This is an optimization exercise on Yosys and OpenROAD, whose aim is small area and few clock cycles, not a production implementation.
In this exercise RTL edits were held to simulation tests only and were not proved equivalent to the original.
Power figures rest on the tool's default switching activity, not on a simulated workload.

==> 03-28 <==
// html_markup_text_extractor
module html_markup_text_extractor (
	input  logic        clk,
	input  logic        arst_n,
	input  logic        in_valid,
	output logic        in_ready,
	input  logic [7:0]  in_byte,
	input  logic        doc_last,
	output logic        out_valid,
	input  logic        out_ready,
	output logic [7:0]  out_char,
	output logic [19:0] src_offset,
	output logic        run_last,
	output logic        nest_overflow
);
export LEC_CHECK = 0
export ABC_AREA = 1
export CAP_MARGIN = 20
export CORE_MARGIN = 2
export CORE_UTILIZATION = 60
export SLEW_MARGIN = 20
create_clock -name core_clock -period 7.0 [get_ports {clk}]
standard.sh (not shown) runs the stock make flow with config.mk's settings and CLKGATE_MAP_FILE= SYNTH_SCRIPT=/design/flow/synth_recipe.tcl, a recipe that flattens the netlist after the stock synthesis.
==> flow/flow/run.sh <==
#!/bin/bash
# standard layout, with the port buffers made from the smallest buffer cell
set -euo pipefail
export BUFFER_PORTS_ARGS="-buffer_cell sky130_fd_sc_hd__buf_1"
bash standard.sh > layout.log 2>&1
==> 03-13: changes against 03-28 <==
==> flow/run.sh (new file) <==
#!/bin/bash
# synth_recipe.tcl (not shown) runs the flow's synth.tcl, then flattens the netlist and writes it again
# the make line also repeats each setting of config.mk as NAME=value (left out here)
make -C /OpenROAD-flow-scripts/flow DESIGN_CONFIG=/design/flow/config.mk WORK_HOME=/design/flow/orfs CLKGATE_MAP_FILE= SYNTH_SCRIPT=/design/flow/synth_recipe.tcl finish
removed: flow/flow/run.sh
removed: flow/standard.sh
==> 04-12: changes against 03-28 <==
==> flow/flow/run.sh (replaced) <==
#!/bin/bash
# The standard layout (standard.sh), with two changes:
#  - synthesis maps the logic with flow/abc_area.script, an area-oriented ABC script, in
#    place of ORFS's; everything else in the synthesis is the standard one (synth_recipe.tcl
#    and ORFS's synth.tcl, with only the ABC script swapped), so the registers are the same
#  - the port buffers are the smallest buffer cell
# every tool's output goes to the ORFS logs under orfs/logs, and make's to layout.log
set -euo pipefail
W=$PWD
# ORFS's synth.tcl with the ABC script swapped, right after the preamble sets it
sed '/source $::env(SCRIPTS_DIR)\/synth_preamble.tcl/a set abc_args [lreplace $abc_args 1 1 '"$W"'/flow/abc_area.script]' \
	"$FLOW_HOME/scripts/synth.tcl" > "$W/own_synth.tcl"
grep -q "abc_area.script\]" "$W/own_synth.tcl"
# The standard flow's synthesis script, sourcing that copy
sed 's#source $::env(SCRIPTS_DIR)/synth.tcl#source '"$W"'/own_synth.tcl#' "$W/synth_recipe.tcl" > "$W/own_synth_recipe.tcl"
grep -q own_synth.tcl "$W/own_synth_recipe.tcl"
# standard.sh, with that synthesis script
sed 's#SYNTH_SCRIPT=[^ ]*#SYNTH_SCRIPT='"$W"'/own_synth_recipe.tcl#' "$W/standard.sh" > "$W/own_standard.sh"
grep -q own_synth_recipe.tcl "$W/own_standard.sh"
export BUFFER_PORTS_ARGS="-buffer_cell sky130_fd_sc_hd__buf_1"
bash "$W/own_standard.sh" > "$W/layout.log" 2>&1
==> flow/flow/abc_area.script (new file) <==
strash
&get -n
&fraig -x
&put
scorr
dc2
strash
&get -n
&dch -f
&nf -R 1000 -p
&put
mfs2
strash
&get -n
&dch -f
&nf -R 1000 -p
&put
==> results.cfg <==
[status]
status = complete, no violations

[synthesis]
synth.most_common_cell = nand2_1
synth_cells = 986
synth_mux_area_share_pct = 0.168
yosys.area.top_type_share_pct = 34.0
ys_top_cells_by_count = nand2_1 (238), nor2_1 (135), inv_1 (113)

[placed_design]
dpl-instance-area_sq_um = 7240
gp_congestion = 1.03

[critical_path]
end_kind = primary output
r2r-end = sel1_q
reg2reg_slack_ns = 2.78

[global_route]
grt_max_degree = 40

[finish]
drive_above_1_share_pct = 11.3
buffer_area_share_pct = 6.29
buffers = 48
clk_share_pct = 3.11

[sta]
tightest_slew_ns = 1.05
the above is filed under 03-13

==> results.cfg <==
[global_route]
grt_max_degree = 40
gr-usage-met1_pct = 47.5

[routing]
drt-initial-drc-count = 878

[finish]
buffer_area_share_pct = 3.03
drive_above_1_share_pct = 11.3
clk_share_pct = 2.72

[critical_path]
end_kind = primary output
crit_fanout = 21
r2r-end = sel1_q
reg2reg_slack_ns = 3.14
crit_path_end = out_char[1]

[die]
num_rows = 38

[sta]
slew_viol_final = 0

[synthesis]
synth.most_common_cell = nand2_1
yosys.area.top_type_share_pct = 34.0
ys_top_cells_by_count = nand2_1 (238), nor2_1 (135), inv_1 (113)
synth_mux_area_share_pct = 0.168

[status]
status = complete, no violations
the above is filed under 03-28

==> results.cfg <==
[synthesis]
yosys.area.top_type_share_pct = 40.4
synth_cells = 645
synth_mux_area_share_pct = 4.39

[status]
status = complete, no violations

[sta]
tightest_slew_ns = 1.18

[finish]
clk_share_pct = 3.16
drive_above_1_share_pct = 2.97
buffers = 47
buffer_area_share_pct = 3.04

[critical_path]
end_kind = flop

[placed_design]
dpl-instance-area_sq_um = 5970

[global_route]
grt_max_degree = 41
the above is filed under 04-12

Testbench counts of 03-28, summed over its fixed seeds: cycles 25,771.
Testbench counts of 03-13, summed over its fixed seeds: cycles 25,771.
Testbench counts of 04-12, summed over its fixed seeds: cycles 25,771.

========
==> build 83: inputs <==
==> flow/design.v <==
module html_markup_text_extractor (
	input  logic        clk,
	input  logic        arst_n,
	input  logic        in_valid,
	output logic        in_ready,
	input  logic [7:0]  in_byte,
	input  logic        doc_last,
	output logic        out_valid,
	input  logic        out_ready,
	output logic [7:0]  out_char,
	output logic [19:0] src_offset,
	output logic        run_last,
	output logic        nest_overflow
);
	localparam logic [1:0] M_NORMAL = 2'd0;
	localparam logic [1:0] M_SPACES = 2'd1;
	localparam logic [1:0] M_TAG    = 2'd2;
	localparam logic [1:0] M_ENT    = 2'd3;
	localparam logic [5:0] T_ROOT = 6'd0,  T_B = 6'd1,  T_BR = 6'd2,
		T_X = 6'd3,  T_XM = 6'd4,  T_XML = 6'd5,
		T_S = 6'd6,  T_SC = 6'd7,  T_SCR = 6'd8,  T_SCRI = 6'd9,  T_SCRIP = 6'd10,
		T_SCRIPT = 6'd11,
		T_SL = 6'd12, T_SLX = 6'd13, T_SLXM = 6'd14, T_SLXML = 6'd15,
		T_SLS = 6'd16, T_SLSC = 6'd17, T_SLSCR = 6'd18, T_SLSCRI = 6'd19,
		T_SLSCRIP = 6'd20, T_SLSCRIPT = 6'd21,
		T_L = 6'd22, T_U = 6'd23, T_D = 6'd24, T_T = 6'd25, T_TI = 6'd26,
		T_TA = 6'd27, T_TIT = 6'd28, T_TITL = 6'd29, T_H = 6'd30, T_BLK = 6'd31,
		T_DEAD = 6'd32;
	localparam logic [5:0] E_ROOT = 6'd0,
		E_A = 6'd1, E_AM = 6'd2, E_AMP = 6'd3,
		E_AU = 6'd4, E_AUM = 6'd5, E_AUML = 6'd6,
		E_AG = 6'd7, E_AGR = 6'd8, E_AGRA = 6'd9, E_AGRAV = 6'd10, E_AGRAVE = 6'd11,
		E_E = 6'd12, E_EG = 6'd13, E_EGR = 6'd14, E_EGRA = 6'd15, E_EGRAV = 6'd16,
		E_EGRAVE = 6'd17,
		E_EA = 6'd18, E_EAC = 6'd19, E_EACU = 6'd20, E_EACUT = 6'd21, E_EACUTE = 6'd22,
		E_L = 6'd23, E_LT = 6'd24, E_G = 6'd25, E_GT = 6'd26,
		E_N = 6'd27, E_NB = 6'd28, E_NBS = 6'd29, E_NBSP = 6'd30,
		E_S = 6'd31, E_SZ = 6'd32, E_SZL = 6'd33, E_SZLI = 6'd34, E_SZLIG = 6'd35,
		E_O = 6'd36, E_OU = 6'd37, E_OUM = 6'd38, E_OUML = 6'd39,
		E_U = 6'd40, E_UU = 6'd41, E_UUM = 6'd42, E_UUML = 6'd43,
		E_CO = 6'd44, E_COU = 6'd45, E_COUM = 6'd46, E_COUML = 6'd47,
		E_CA = 6'd48, E_CAU = 6'd49, E_CAUM = 6'd50, E_CAUML = 6'd51,
		E_CU = 6'd52, E_CUU = 6'd53, E_CUUM = 6'd54, E_CUUML = 6'd55,
		E_DEAD = 6'd63;
	localparam logic [2:0] C_NONE = 3'd0, C_BR = 3'd1, C_OX = 3'd2, C_OS = 3'd3,
		C_CX = 3'd4, C_CS = 3'd5, C_BLK = 3'd6;
	logic        first_q;
	logic [1:0]  mode_q;
	logic [5:0]  sub_q;
	logic [16:0] stk_q;    
	logic [19:0] pos_q;
	logic [19:0] mark_q;
	logic        ovf_q;
	logic        v1_q, v2_q;
	logic [7:0]  c1_q, c2_q;
	logic        sel1_q;    
	logic        mpend_q;   
	logic [7:0] b;
	logic       ws, is_lt, is_gt, is_amp, is_semi, is_slash;
	logic       letter, digit, alnum, lower;
	logic [4:0] li;
	assign b        = in_byte;
	assign ws       = (b == 8'h20) || (b >= 8'h09 && b <= 8'h0D);
	assign is_lt    = (b == 8'h3C);
	assign is_gt    = (b == 8'h3E);
	assign is_amp   = (b == 8'h26);
	assign is_semi  = (b == 8'h3B);
	assign is_slash = (b == 8'h2F);
	assign li       = b[4:0];
	assign lower    = b[5];
	assign letter   = (b[7:6] == 2'b01) && (li != 5'd0) && (li <= 5'd26);
	assign digit    = (b[7:4] == 4'h3) && (b[3:0] <= 4'd9);
	assign alnum    = letter || digit;
	function automatic logic fl(input logic [7:0] c);
		fl = letter && (li == c[4:0]);
	endfunction
	function automatic logic el(input logic [7:0] c);
		el = letter && (li == c[4:0]) && (lower == c[5]);
	endfunction
	logic [5:0] tag_nx, ent_nx;
	logic [2:0] tcls;
	logic       tleaf;
	logic [8:0] edec;
	logic [4:0] t_exp, t_tgt;
	always_comb begin
		t_tgt = sub_q[4:0] + 5'd1;
		case (sub_q[4:0])
			T_B[4:0]:         t_exp = "R";
			T_X[4:0]:         t_exp = "M";
			T_XM[4:0]:        t_exp = "L";
			T_S[4:0]:         t_exp = "C";
			T_SC[4:0]:        t_exp = "R";
			T_SCR[4:0]:       t_exp = "I";
			T_SCRI[4:0]:      t_exp = "P";
			T_SCRIP[4:0]:     t_exp = "T";
			T_SLX[4:0]:       t_exp = "M";
			T_SLXM[4:0]:      t_exp = "L";
			T_SLS[4:0]:       t_exp = "C";
			T_SLSC[4:0]:      t_exp = "R";
			T_SLSCR[4:0]:     t_exp = "I";
			T_SLSCRI[4:0]:    t_exp = "P";
			T_SLSCRIP[4:0]:   t_exp = "T";
			T_L[4:0]:       begin t_exp = "I"; t_tgt = T_BLK[4:0]; end
			T_U[4:0]:       begin t_exp = "L"; t_tgt = T_BLK[4:0]; end
			T_TI[4:0]:      begin t_exp = "T"; t_tgt = T_TIT[4:0]; end
			T_TA[4:0]:      begin t_exp = "B"; t_tgt = T_TIT[4:0]; end
			T_TIT[4:0]:      t_exp = "L";
			T_TITL[4:0]:    begin t_exp = "E"; t_tgt = T_BLK[4:0]; end
			default:          t_exp = 5'd0;
		endcase
	end
	always_comb begin
		tag_nx = T_DEAD;
		if (sub_q[5]) begin
			tag_nx = sub_q;
		end else if (tleaf) begin
			tag_nx = ws ? {1'b1, sub_q[4:0]} : T_DEAD;
		end else begin
			case (sub_q)
				T_ROOT: begin
					if (ws)              tag_nx = T_ROOT;
					else if (fl("B"))    tag_nx = T_B;
					else if (fl("X"))    tag_nx = T_X;
					else if (fl("S"))    tag_nx = T_S;
					else if (fl("L"))    tag_nx = T_L;
					else if (fl("U"))    tag_nx = T_U;
					else if (fl("D"))    tag_nx = T_D;
					else if (fl("T"))    tag_nx = T_T;
					else if (fl("H"))    tag_nx = T_H;
					else if (is_slash)   tag_nx = T_SL;
				end
				T_SL: begin
					if (fl("S"))         tag_nx = T_SLS;
					else if (fl("X"))    tag_nx = T_SLX;
					else if (fl("L"))    tag_nx = T_L;
					else if (fl("U"))    tag_nx = T_U;
					else if (fl("D"))    tag_nx = T_D;
					else if (fl("T"))    tag_nx = T_T;
					else if (fl("H"))    tag_nx = T_H;
					else if (fl("P"))    tag_nx = T_BLK;
				end
				T_D:       if (fl("L") || fl("T")) tag_nx = T_BLK;
				T_T: begin
					if (fl("I"))         tag_nx = T_TI;
					else if (fl("A"))    tag_nx = T_TA;
					else if (fl("R") || fl("D")) tag_nx = T_BLK;
				end
				T_H:       if (b == "1" || b == "2" || b == "3") tag_nx = T_BLK;
				default:   if (t_exp != 5'd0 && letter && li == t_exp) tag_nx = {1'b0, t_tgt};
			endcase
		end
	end
	always_comb begin
		case (sub_q[4:0])
			T_BR[4:0]:       tcls = C_BR;
			T_XML[4:0]:      tcls = C_OX;
			T_SCRIPT[4:0]:   tcls = C_OS;
			T_SLXML[4:0]:    tcls = C_CX;
			T_SLSCRIPT[4:0]: tcls = C_CS;
			T_BLK[4:0]:      tcls = C_BLK;
			default:         tcls = C_NONE;
		endcase
		tleaf = (tcls != C_NONE);
	end
	logic [4:0] e_exp;
	always_comb begin
		case (sub_q)
			E_AM: e_exp = "p";
			E_AU: e_exp = "m";
			E_AUM: e_exp = "l";
			E_AG: e_exp = "r";
			E_AGR: e_exp = "a";
			E_AGRA: e_exp = "v";
			E_AGRAV: e_exp = "e";
			E_EG: e_exp = "r";
			E_EGR: e_exp = "a";
			E_EGRA: e_exp = "v";
			E_EGRAV: e_exp = "e";
			E_EA: e_exp = "c";
			E_EAC: e_exp = "u";
			E_EACU: e_exp = "t";
			E_EACUT: e_exp = "e";
			E_L: e_exp = "t";
			E_G: e_exp = "t";
			E_N: e_exp = "b";
			E_NB: e_exp = "s";
			E_NBS: e_exp = "p";
			E_S: e_exp = "z";
			E_SZ: e_exp = "l";
			E_SZL: e_exp = "i";
			E_SZLI: e_exp = "g";
			E_O, E_U, E_CO, E_CA, E_CU: e_exp = "u";
			E_OU, E_UU, E_COU, E_CAU, E_CUU: e_exp = "m";
			E_OUM, E_UUM, E_COUM, E_CAUM, E_CUUM: e_exp = "l";
			default: e_exp = 5'd0;
		endcase
	end
	always_comb begin
		ent_nx = E_DEAD;
		case (sub_q)
			E_ROOT: begin
				if (el("a"))      ent_nx = E_A;
				else if (el("e")) ent_nx = E_E;
				else if (el("l")) ent_nx = E_L;
				else if (el("g")) ent_nx = E_G;
				else if (el("n")) ent_nx = E_N;
				else if (el("s")) ent_nx = E_S;
				else if (el("o")) ent_nx = E_O;
				else if (el("u")) ent_nx = E_U;
				else if (el("O")) ent_nx = E_CO;
				else if (el("A")) ent_nx = E_CA;
				else if (el("U")) ent_nx = E_CU;
			end
			E_A: begin
				if (el("m"))      ent_nx = E_AM;
				else if (el("u")) ent_nx = E_AU;
				else if (el("g")) ent_nx = E_AG;
			end
			E_E: begin
				if (el("g"))      ent_nx = E_EG;
				else if (el("a")) ent_nx = E_EA;
			end
			default: if (e_exp != 5'd0 && letter && lower && li == e_exp) ent_nx = sub_q + 6'd1;
		endcase
	end
	always_comb begin
		case (sub_q)
			E_AMP:    edec = {1'b1, 8'h26};
			E_LT:     edec = {1'b1, 8'h3C};
			E_GT:     edec = {1'b1, 8'h3E};
			E_NBSP:   edec = {1'b1, 8'h20};
			E_OUML:   edec = {1'b1, 8'hF6};
			E_AUML:   edec = {1'b1, 8'hE4};
			E_UUML:   edec = {1'b1, 8'hFC};
			E_COUML:  edec = {1'b1, 8'hD6};
			E_CAUML:  edec = {1'b1, 8'hC4};
			E_CUUML:  edec = {1'b1, 8'hDC};
			E_SZLIG:  edec = {1'b1, 8'hDF};
			E_AGRAVE: edec = {1'b1, 8'hE0};
			E_EGRAVE: edec = {1'b1, 8'hE8};
			E_EACUTE: edec = {1'b1, 8'hE9};
			default:  edec = 9'd0;
		endcase
	end
	logic [1:0]  mode;
	logic        d0, full, top;
	logic [19:0] off;
	logic        ovf_in;
	assign mode   = first_q ? M_NORMAL : mode_q;
	assign d0     = first_q || (stk_q[16:1] == 16'd0);
	assign full   = !first_q && stk_q[16];
	assign top    = stk_q[0];
	assign off    = first_q ? 20'd0 : pos_q + 20'd1;
	assign ovf_in = !first_q && ovf_q;
	logic       n_emit;
	logic [7:0] n_char;
	logic [1:0] n_mode;
	assign n_emit = d0 && !is_lt && !is_amp;
	assign n_char = ws ? 8'h20 : b;
	assign n_mode = ws ? M_SPACES : is_lt ? M_TAG : is_amp ? M_ENT : M_NORMAL;
	logic [1:0]  mode_d;
	logic [5:0]  sub_d;
	logic        set_mark, push, pop, ovf_set;
	logic        a_v, b_v;      
	logic [7:0]  a_c, b_c;
	logic        a_mark;        
	logic        renorm;
	always_comb begin
		mode_d   = mode;
		sub_d    = sub_q;
		push     = 1'b0;
		pop      = 1'b0;
		ovf_set  = 1'b0;
		a_v      = 1'b0;
		b_v      = 1'b0;
		a_c      = n_char;
		b_c      = n_char;
		a_mark   = 1'b0;
		renorm   = 1'b0;
		case (mode)
			M_NORMAL: renorm = 1'b1;
			M_SPACES: renorm = !ws && !doc_last;
			M_TAG: begin
				if (is_gt) begin
					mode_d = M_NORMAL;
					case (tcls)
						C_BR: begin
							a_v    = d0;
							a_c    = 8'h0A;
							a_mark = 1'b1;
							mode_d = M_SPACES;
						end
						C_OX, C_OS: begin
							push    = !full;
							ovf_set = full;
						end
						C_CX: pop = !d0 && !top;
						C_CS: pop = !d0 && top;
						C_BLK: begin
							a_v    = d0;
							a_c    = 8'h0A;
							a_mark = 1'b1;
							b_v    = d0;
							b_c    = 8'h0A;
							mode_d = M_SPACES;
						end
						default: ;
					endcase
				end else begin
					sub_d = tag_nx;
				end
			end
			M_ENT: begin
				if (alnum) begin
					sub_d = ent_nx;
				end else begin
					mode_d = M_NORMAL;
					a_v    = d0 && edec[8];
					a_c    = edec[7:0];
					a_mark = 1'b1;
					renorm = !is_semi && !doc_last;
				end
			end
		endcase
		if (renorm) begin
			mode_d = n_mode;
			sub_d  = 6'd0;
			if (a_v) begin
				b_v = n_emit;
			end else begin
				a_v    = n_emit;
				a_c    = n_char;
				a_mark = 1'b0;
			end
		end
	end
	assign set_mark = renorm && (is_lt || is_amp);
	logic pop_o, take;
	assign pop_o    = v1_q && out_ready;
	assign in_ready = !v2_q && (!v1_q || out_ready);
	assign take     = in_valid && in_ready;
	always_ff @(posedge clk or negedge arst_n) begin
		if (!arst_n) begin
			first_q <= 1'b1;
		end else if (take) begin
			first_q <= doc_last;
		end
	end
	always_ff @(posedge clk) begin
		if (take) begin
			mode_q <= mode_d;
			sub_q  <= sub_d;
			pos_q  <= off;
			ovf_q  <= ovf_in || ovf_set;
			mpend_q <= set_mark;
			if (mpend_q)
				mark_q <= pos_q;
			if (push)
				stk_q <= {first_q ? 16'd1 : stk_q[15:0], tcls == C_OS};
			else if (pop)
				stk_q <= {1'b0, stk_q[16:1]};
			else if (first_q)
				stk_q <= 17'd1;
		end
	end
	always_ff @(posedge clk or negedge arst_n) begin
		if (!arst_n) begin
			v1_q <= 1'b0;
			v2_q <= 1'b0;
		end else begin
			v1_q <= (v1_q && !out_ready) || v2_q || (take && a_v);
			v2_q <= (v2_q && !out_ready) || (take && b_v);
		end
	end
	always_ff @(posedge clk) begin
		if (v2_q) begin
			if (out_ready) begin
				c1_q  <= c2_q;
				sel1_q <= 1'b0;
			end
		end else if (take && a_v) begin
			c1_q  <= a_c;
			sel1_q <= a_mark;
		end
		if (take && b_v)
			c2_q <= b_c;
	end
	assign out_valid     = v1_q;
	assign out_char      = c1_q;
	assign src_offset    = sel1_q ? mark_q : pos_q;
	assign run_last      = !v2_q;
	assign nest_overflow = ovf_q;
endmodule
==> flow/run.sh <==
#!/bin/bash
# synth_recipe.tcl (not shown) runs the flow's synth.tcl, then flattens the netlist and writes it again
# the make line also repeats each setting of config.mk as NAME=value (left out here)
make -C /OpenROAD-flow-scripts/flow DESIGN_CONFIG=/design/flow/config.mk WORK_HOME=/design/flow/orfs CLKGATE_MAP_FILE= SYNTH_SCRIPT=/design/flow/synth_recipe.tcl finish
==> flow/config.mk <==
export PLATFORM = sky130hd
export DESIGN_NAME = html_markup_text_extractor
export DESIGN_NICKNAME = html_markup_text_extractor
export VERILOG_FILES = /design/flow/design.v
export SDC_FILE = /design/flow/constraint.sdc
export NUM_CORES = 4
export LEC_CHECK = 0
export CAP_MARGIN = 20
export CORE_MARGIN = 2
export CORE_UTILIZATION = 40
export SLEW_MARGIN = 20
==> flow/constraint.sdc <==
create_clock -name core_clock -period 7.0 [get_ports {clk}]
set_input_delay 1.4000 -clock core_clock [delete_from_list [all_inputs] [get_ports {clk}]]
set_output_delay 1.4000 -clock core_clock [all_outputs]
set_load 0.01 [all_outputs]
==> inputs of trial 22, as changes to build 83 <==
Settings changed: ABC_AREA set to 1.
==> results list <==
- Multi-Input Combinational: 671
* Number of signal-net buffers in the layout: 49
* Fin Clk Skew: 0.00625 ns
* Clock network power: 0.478 mW
- Status: no timing/DRC/antenna violations
- Summing all multi-input logic gate instances after layout gives 3370 um^2.
- Detailed placer's ending HPWL: 14000 um
- Avg Vias per Cell: 5.36
- After detailed placement, the design holds a cell count of 1146.
* Slew @ Worst Pin: 0.863 ns
the above is filed under trial 22

==> results list <==
* Total wire length: 20100 um
- Status: no timing/DRC/antenna violations
- Dividing the detail-routed via count by the number of cells gives 6.26.
- In the layout the tool counted multi-input logic cells amounting to 607.
- Clock buffer depth: 2
- Number of cells in the design after placement: 994
- Detailed placer's ending HPWL: 14500 um
- Clock network power: 0.455 mW
- Final setup viols: 0
- Fin Clk Skew: 0.00932 ns
- After layout, the buffer instance count without clock buffers stands at 53.
- Final critical path time including I/O delays and setup: 5.01 ns
the above is filed under build 83

Testbench counts of build 83, summed over its fixed seeds: cycles 25,771.
Testbench counts of trial 22, summed over its fixed seeds: cycles 25,771.

==> port drivers added, routing unchanged <==
In the flow no input, the clock included, has a driving cell. The finished layouts below were timed again as built, in two steps. Step 1: set_driving_cell puts a clkbuf_16 on clk and a buf_2 on each other input, an assumption about the parent block. Step 2 times the ports against the registers' clock, not the clock port: input delays grow and output delays shrink by t, the midpoint of the rising clock arrivals with the driver on. Three values: ideal ports, drivers, drivers and shift; two values: the first two.
run	shift t [ns]	setup slack, ns	hold slack, ns	clock arrival spread, ns
03-28	0.396	2.543 / 2.508 / 2.541	0.467 / 0.467 / 0.467	0.007 / 0.007
03-13	0.407	1.763 / 1.731 / 2.138	0.458 / 0.458 / 0.458	0.013 / 0.013
04-12	0.383	1.601 / 1.605 / 1.222	0.528 / 0.528 / 0.528	0.023 / 0.023
build 83	0.378	1.989 / 2.007 / 1.629	0.518 / 0.518 / 0.518	0.009 / 0.010
trial 22	0.376	2.447 / 2.463 / 2.087	0.449 / 0.449 / 0.449	0.006 / 0.006
After both steps every run listed still meets setup and hold. The setup slack of 04-12, which loses most, moves by +0.004 ns with the drivers and by -0.379 ns with both steps.
